This is an optimization exercise on Yosys and OpenROAD, whose aim is small area, a short achievable clock period and few clock cycles per item, not a production implementation.
In this exercise RTL edits were held to simulation tests only and were not proved equivalent to the original.
Power is estimated from default activity; no workload was simulated.

==> flow/design.v <==
`timescale 1ns / 1ps
package uvlt_pkg;
  localparam logic [2:0] FUNC_CLEAR  = 3'd0;
  localparam logic [2:0] FUNC_COUNT  = 3'd1;
  localparam logic [2:0] FUNC_SEARCH = 3'd2;
  localparam logic [2:0] FUNC_INSERT = 3'd3;
  localparam logic [2:0] FUNC_DELETE = 3'd4;
  localparam logic [1:0] ST_OK      = 2'd0;
  localparam logic [1:0] ST_PRESENT = 2'd1;
  localparam logic [1:0] ST_MISSING = 2'd2;
  localparam logic [1:0] ST_FULL    = 2'd3;
  typedef struct packed {
    logic        [2:0]  func;
    logic signed [31:0] value;
  } req_t;
  typedef struct packed {
    logic [1:0] status;
    logic [5:0] position;
    logic [6:0] count;
  } rsp_t;
endpackage
`timescale 1ns / 1ps
module uvlt_ctrl #(
  parameter int CAPACITY = 64
) (
  input  logic                clk,
  input  logic                rst,
  input  logic                start,
  input  logic [2:0]          func,
  input  logic [CAPACITY-1:0] eq,
  input  logic                eq_last,
  output logic [CAPACITY-1:0] valid_q,
  output logic [CAPACITY-1:0] shift,
  output logic                busy,
  output logic                done,
  output uvlt_pkg::rsp_t      rsp
);
  localparam int IW = $clog2(CAPACITY);
  localparam int CW = $clog2(CAPACITY + 1);
  localparam int GS = 8;                   
  localparam int NG = CAPACITY / GS;       
  logic [CW-1:0]       count;              
  logic                acc;
  logic                is_clear, is_search, is_insert, is_delete;
  logic                full;
  logic [CAPACITY-1:0] match;
  logic [NG-1:0]       gmatch;             
  localparam int NH = 2;                   
  localparam int GH = NG / NH;             
  assign busy = 1'b0;
  assign acc  = start && !rst;
  assign is_clear  = (func == uvlt_pkg::FUNC_CLEAR);
  assign is_search = (func == uvlt_pkg::FUNC_SEARCH);
  assign is_insert = (func == uvlt_pkg::FUNC_INSERT);
  assign is_delete = (func == uvlt_pkg::FUNC_DELETE);
  logic [NH-1:0]       hit_h_q;
  logic                hitq;
  logic                ins_q, del_q, clr_q;
  logic                app, rem;
  assign hitq = |hit_h_q;
  assign app  = ins_q && !hitq;
  assign rem  = del_q && hitq;
  logic [CAPACITY-1:0] valid;
  always_comb begin
    if (clr_q)    valid = '0;
    else if (app) valid = {valid_q[CAPACITY-2:0], 1'b1};
    else if (rem) valid = {1'b0, valid_q[CAPACITY-1:1]};
    else          valid = valid_q;
  end
  assign full = valid[CAPACITY-1];
  logic [NG-1:0]       gdel_q;
  logic [CAPACITY-1:0] inpre_q;
  always_comb begin
    logic [NG-1:0] gbelow;
    gbelow[0] = 1'b0;
    for (int g = 1; g < NG; g++) begin
      gbelow[g] = gbelow[g-1] | gdel_q[g-1];
    end
    for (int i = 0; i < CAPACITY; i++) begin
      shift[i] = gbelow[i / GS] | inpre_q[i];
    end
  end
  logic          fwd;                      
  logic [IW-1:0] fwd_pos;
  always_comb begin
    for (int i = 0; i < CAPACITY; i++) begin
      if (shift[i]) match[i] = valid_q[i] && valid[i] && ((i + 1 < CAPACITY) ? eq[(i + 1) % CAPACITY] : 1'b0);
      else          match[i] = valid_q[i] && valid[i] && eq[i];
    end
  end
  assign fwd     = app && eq_last;
  assign fwd_pos = IW'(count - CW'(1));
  always_comb begin
    for (int g = 0; g < NG; g++) begin
      gmatch[g] = |match[g*GS +: GS];
    end
  end
  logic [NH-1:0]       hit_h;
  logic [NH-1:0][IW-1:0] pos_h;
  always_comb begin
    for (int h = 0; h < NH; h++) begin
      hit_h[h] = (|gmatch[h*GH +: GH]) || (h == 0 && fwd);
      pos_h[h] = (h == 0 && fwd) ? fwd_pos : '0;
      for (int g = h * GH; g < (h + 1) * GH; g++) begin
        if (gmatch[g]) pos_h[h][IW-1:$clog2(GS)] = pos_h[h][IW-1:$clog2(GS)] | ($clog2(NG))'(g);
      end
      for (int i = h * GH * GS; i < (h + 1) * GH * GS; i++) begin
        if (match[i]) pos_h[h][$clog2(GS)-1:0] = pos_h[h][$clog2(GS)-1:0] | ($clog2(GS))'(i % GS);
      end
    end
  end
  logic [1:0]          st_hit, st_miss;
  logic [IW-1:0]       pos_miss;
  logic [CW-1:0]       cnt_hit, cnt_miss;
  logic                uses_pos;
  logic                uses_pos_q;
  logic [NH-1:0][IW-1:0] pos_h_q;
  logic [IW-1:0]       pos_miss_q;
  logic [1:0]          st_hit_q, st_miss_q;
  logic [CW-1:0]       cnt_hit_q, cnt_miss_q;
  assign uses_pos = is_search || is_insert || is_delete;
  assign count    = hitq ? cnt_hit_q : cnt_miss_q;
  always_comb begin
    st_hit     = uvlt_pkg::ST_OK;
    st_miss    = uvlt_pkg::ST_OK;
    pos_miss   = '0;
    cnt_hit    = count;
    cnt_miss   = count;
    if (is_clear) begin
      cnt_hit    = '0;
      cnt_miss   = '0;
    end else if (is_search) begin
      st_miss = uvlt_pkg::ST_MISSING;
    end else if (is_insert) begin
      st_hit = uvlt_pkg::ST_PRESENT;
      if (full) begin
        st_miss = uvlt_pkg::ST_FULL;
      end else begin
        pos_miss   = count[IW-1:0];
        cnt_miss   = count + CW'(1);
      end
    end else if (is_delete) begin
      st_miss   = uvlt_pkg::ST_MISSING;
      cnt_hit   = count - CW'(1);
    end
  end
  always_ff @(posedge clk) begin
    if (rst) begin
      valid_q <= '0;
      ins_q   <= 1'b0;
      del_q   <= 1'b0;
      clr_q   <= 1'b0;
      gdel_q  <= '0;
      inpre_q <= '0;
    end else begin
      valid_q <= valid;
      ins_q   <= acc && is_insert && !full;
      del_q   <= acc && is_delete;
      clr_q   <= acc && is_clear;
      for (int g = 0; g < NG; g++) begin
        gdel_q[g] <= acc && is_delete && gmatch[g];
      end
      for (int i = 0; i < CAPACITY; i++) begin
        inpre_q[i] <= acc && is_delete
                      && ((|(match[(i / GS) * GS +: GS] & GS'((2 << (i % GS)) - 1)))
                          || (fwd && !valid_q[i]));
      end
    end
  end
  always_ff @(posedge clk) begin
    if (rst) begin
      hit_h_q    <= '0;
      cnt_hit_q  <= '0;
      cnt_miss_q <= '0;
    end else if (acc) begin
      hit_h_q    <= hit_h;
      cnt_hit_q  <= cnt_hit;
      cnt_miss_q <= cnt_miss;
    end
  end
  always_ff @(posedge clk) begin
    if (rst) begin
      done <= 1'b0;
    end else begin
      done <= acc;
    end
  end
  always_ff @(posedge clk) begin
    uses_pos_q <= uses_pos;
    for (int h = 0; h < NH; h++) begin
      pos_h_q[h] <= pos_h[h];
    end
    pos_miss_q <= pos_miss;
    st_hit_q   <= st_hit;
    st_miss_q  <= st_miss;
  end
  always_comb begin
    logic [IW-1:0] pos_any;
    pos_any = '0;
    for (int h = 0; h < NH; h++) begin
      pos_any = pos_any | pos_h_q[h];
    end
    rsp.status   = hitq ? st_hit_q : st_miss_q;
    rsp.position = (hitq && uses_pos_q) ? 6'(pos_any) : (hitq ? 6'(0) : 6'(pos_miss_q));
    rsp.count    = 7'(count);
  end
endmodule
`timescale 1ns / 1ps
module uvlt_datapath #(
  parameter int CAPACITY = 64
) (
  input  logic                clk,
  input  logic [31:0]         value,
  input  logic [CAPACITY-1:0] valid_q,
  input  logic [CAPACITY-1:0] shift,
  output logic [CAPACITY-1:0] eq,
  output logic                eq_last
);
  logic [31:0] value_q;
  always_ff @(posedge clk) begin
    value_q <= value;
  end
  assign eq_last = (value_q == value);
  logic [31:0] mem [CAPACITY];
  for (genvar i = 0; i < CAPACITY; i++) begin : g_ent
    localparam logic [31:0] INV = (i % 2 == 1) ? '1 : '0;
    assign eq[i] = (mem[i] == (value ^ INV));
    always_ff @(posedge clk) begin
      if (!valid_q[i]) begin
        mem[i] <= value_q ^ INV;
      end else if (shift[i]) begin
        if (i + 1 < CAPACITY) mem[i] <= ~mem[(i + 1) % CAPACITY];
      end
    end
  end
endmodule
`timescale 1ns / 1ps
module unique_value_list_table_unit #(
  parameter int CAPACITY = 64
) (
  input  logic            clk,
  input  logic            rst,
  input  logic            start,
  output logic            busy,
  input  uvlt_pkg::req_t  req,
  output logic            done,
  output uvlt_pkg::rsp_t  rsp
);
  logic [CAPACITY-1:0] valid_q;
  logic [CAPACITY-1:0] shift;
  logic [CAPACITY-1:0] eq;
  logic                eq_last;
  uvlt_ctrl #(
    .CAPACITY (CAPACITY)
  ) u_ctrl (
    .clk   (clk),
    .rst   (rst),
    .start (start),
    .func  (req.func),
    .eq      (eq),
    .eq_last (eq_last),
    .valid_q (valid_q),
    .shift   (shift),
    .busy    (busy),
    .done  (done),
    .rsp   (rsp)
  );
  uvlt_datapath #(
    .CAPACITY (CAPACITY)
  ) u_datapath (
    .clk   (clk),
    .value   (req.value),
    .valid_q (valid_q),
    .shift   (shift),
    .eq      (eq),
    .eq_last (eq_last)
  );
endmodule
clock: 5.0 ns
lec_check: 0
cap_margin: 20
core_margin: 2
core_utilization: 40
cts_cluster_diameter: 100
cts_cluster_size: 20
setup_slack_margin: 2.0
slew_margin: 20
tns_end_percent: 5
standard.sh (not shown) runs the stock make flow with config.mk's settings and CLKGATE_MAP_FILE= SYNTH_SCRIPT=/design/flow/synth_recipe.tcl, a recipe that flattens the netlist after the stock synthesis.
==> flow/flow/run.sh <==
#!/bin/bash
set -euo pipefail
cd "$(dirname "${BASH_SOURCE[0]}")/.."
slow=""
for c in nor4_1 nor4_2 nor4_4 nor4b_1 nor4b_2 nor4b_4 nor4bb_1 nor4bb_2 nor4bb_4 \
         or4_1 or4_2 or4_4 or4b_1 or4b_2 or4b_4 or4bb_1 or4bb_2 or4bb_4 \
         a2111o_1 a2111o_2 a2111o_4 a2111oi_0 a2111oi_1 a2111oi_2 a2111oi_4 \
         o2111a_1 o2111a_2 o2111a_4 o2111ai_1 o2111ai_2 o2111ai_4 \
         nor3b_1 nor3b_2 nor3b_4 or3b_1 or3b_2 or3b_4; do
  slow="$slow sky130_fd_sc_hd__$c"
done
# the platform's own list, as make evaluates it
platform=$(make -s -C "$FLOW_HOME" DESIGN_CONFIG="$PWD/config.mk" WORK_HOME="$PWD/du_probe" \
  print-DONT_USE_CELLS 2> du_probe.log | sed -n 's/^DONT_USE_CELLS: //p')
rm -rf du_probe
[[ -n "$platform" ]] || { echo "no platform don't-use list" >&2; exit 1; }
export FLOW_FLOW_DONT_USE="$platform $slow"
echo "$FLOW_FLOW_DONT_USE" > dont_use.txt
# standard.sh with the don't-use list on its make command line
sed 's/^make -C /make DONT_USE_CELLS="$FLOW_FLOW_DONT_USE" -C /' standard.sh > standard_du.sh
grep -q 'DONT_USE_CELLS="$FLOW_FLOW_DONT_USE"' standard_du.sh
bash standard_du.sh > flow_make.log 2>&1
Testbench counts at the start, summed over its fixed seeds: cycles 12,008, ops 12,000.
Rerun with:
--- a/flow/config.mk
+++ b/flow/config.mk
@@ -9,3 +9,3 @@
 export CORE_MARGIN = 2
-export CORE_UTILIZATION = 40
+export CORE_UTILIZATION = 55
 export CTS_CLUSTER_DIAMETER = 100
Effect: Design area goes down slightly; power barely changes; maximum frequency goes down slightly; clock power stays flat; clock-buffer cell count goes up by 7; area after synthesis stays the same; first-iteration DRC count goes up by a few percent; sequential share of layout area goes up by 0.73 points; setup slack degrades by 0.021 ns; clock skew goes down by 0.042 ns; via count goes up slightly.
Rerun with:
--- a/flow/config.mk
+++ b/flow/config.mk
@@ -9,5 +9,3 @@
 export CORE_MARGIN = 2
-export CORE_UTILIZATION = 55
-export CTS_CLUSTER_DIAMETER = 100
-export CTS_CLUSTER_SIZE = 20
+export CORE_UTILIZATION = 40
 export SETUP_SLACK_MARGIN = 2.0
=> Power climbs by 18%. Hold slack degrades by 0.040 ns. First-iteration DRC count decreases by 6.7%.
Rerun with:
--- a/flow/config.mk
+++ b/flow/config.mk
@@ -10,2 +10,4 @@
 export CORE_UTILIZATION = 40
+export CTS_CLUSTER_DIAMETER = 110
+export CTS_CLUSTER_SIZE = 24
 export SETUP_SLACK_MARGIN = 2.0
Final cell count is lower by about 2%.
Register-to-register slack loses 0.095 ns.
Die area is unchanged.
Utilization is lower by 1.8 points.
Via count is lower by about 1.3%.
Cell area is lower by 3.9%.
Non-clock buffer count is lower by 4.
Power is lower by about 18%.

## static timing again, ports no longer ideal
Ports are ideal in the flow. The routed layouts listed here were re-timed in OpenROAD. Step 1: set_driving_cell puts a clkbuf_16 on clk and a buf_2 on each other input, an assumption about the parent block. Step 2 times the ports against the registers' clock, not the clock port: input delays grow and output delays shrink by t, the midpoint of the rising clock arrivals with the driver on. Slacks: ideal ports / drivers / drivers and shift; pairs: ideal ports / drivers.
run	shift t [ns]	setup slack, ns	latest minus earliest clock arrival (ns)	worst register clock-pin slew, ns	worst data-port slew with drivers (ns)
the first run	0.939	1.789 / 1.698 / 0.932	0.076 / 0.076	0.10 / 0.10	0.18
the second run	0.913	1.768 / 1.735 / 0.885	0.037 / 0.037	0.10 / 0.10	0.06
the third run	0.940	1.836 / 1.740 / 0.932	0.042 / 0.042	0.06 / 0.06	0.19
the fourth run	0.928	1.765 / 1.697 / 0.890	0.083 / 0.083	0.11 / 0.11	0.20
After both steps setup and hold are still met in every run listed. The setup slack of the third run, which loses most, moves by -0.096 ns with the drivers and by -0.904 ns with both steps.
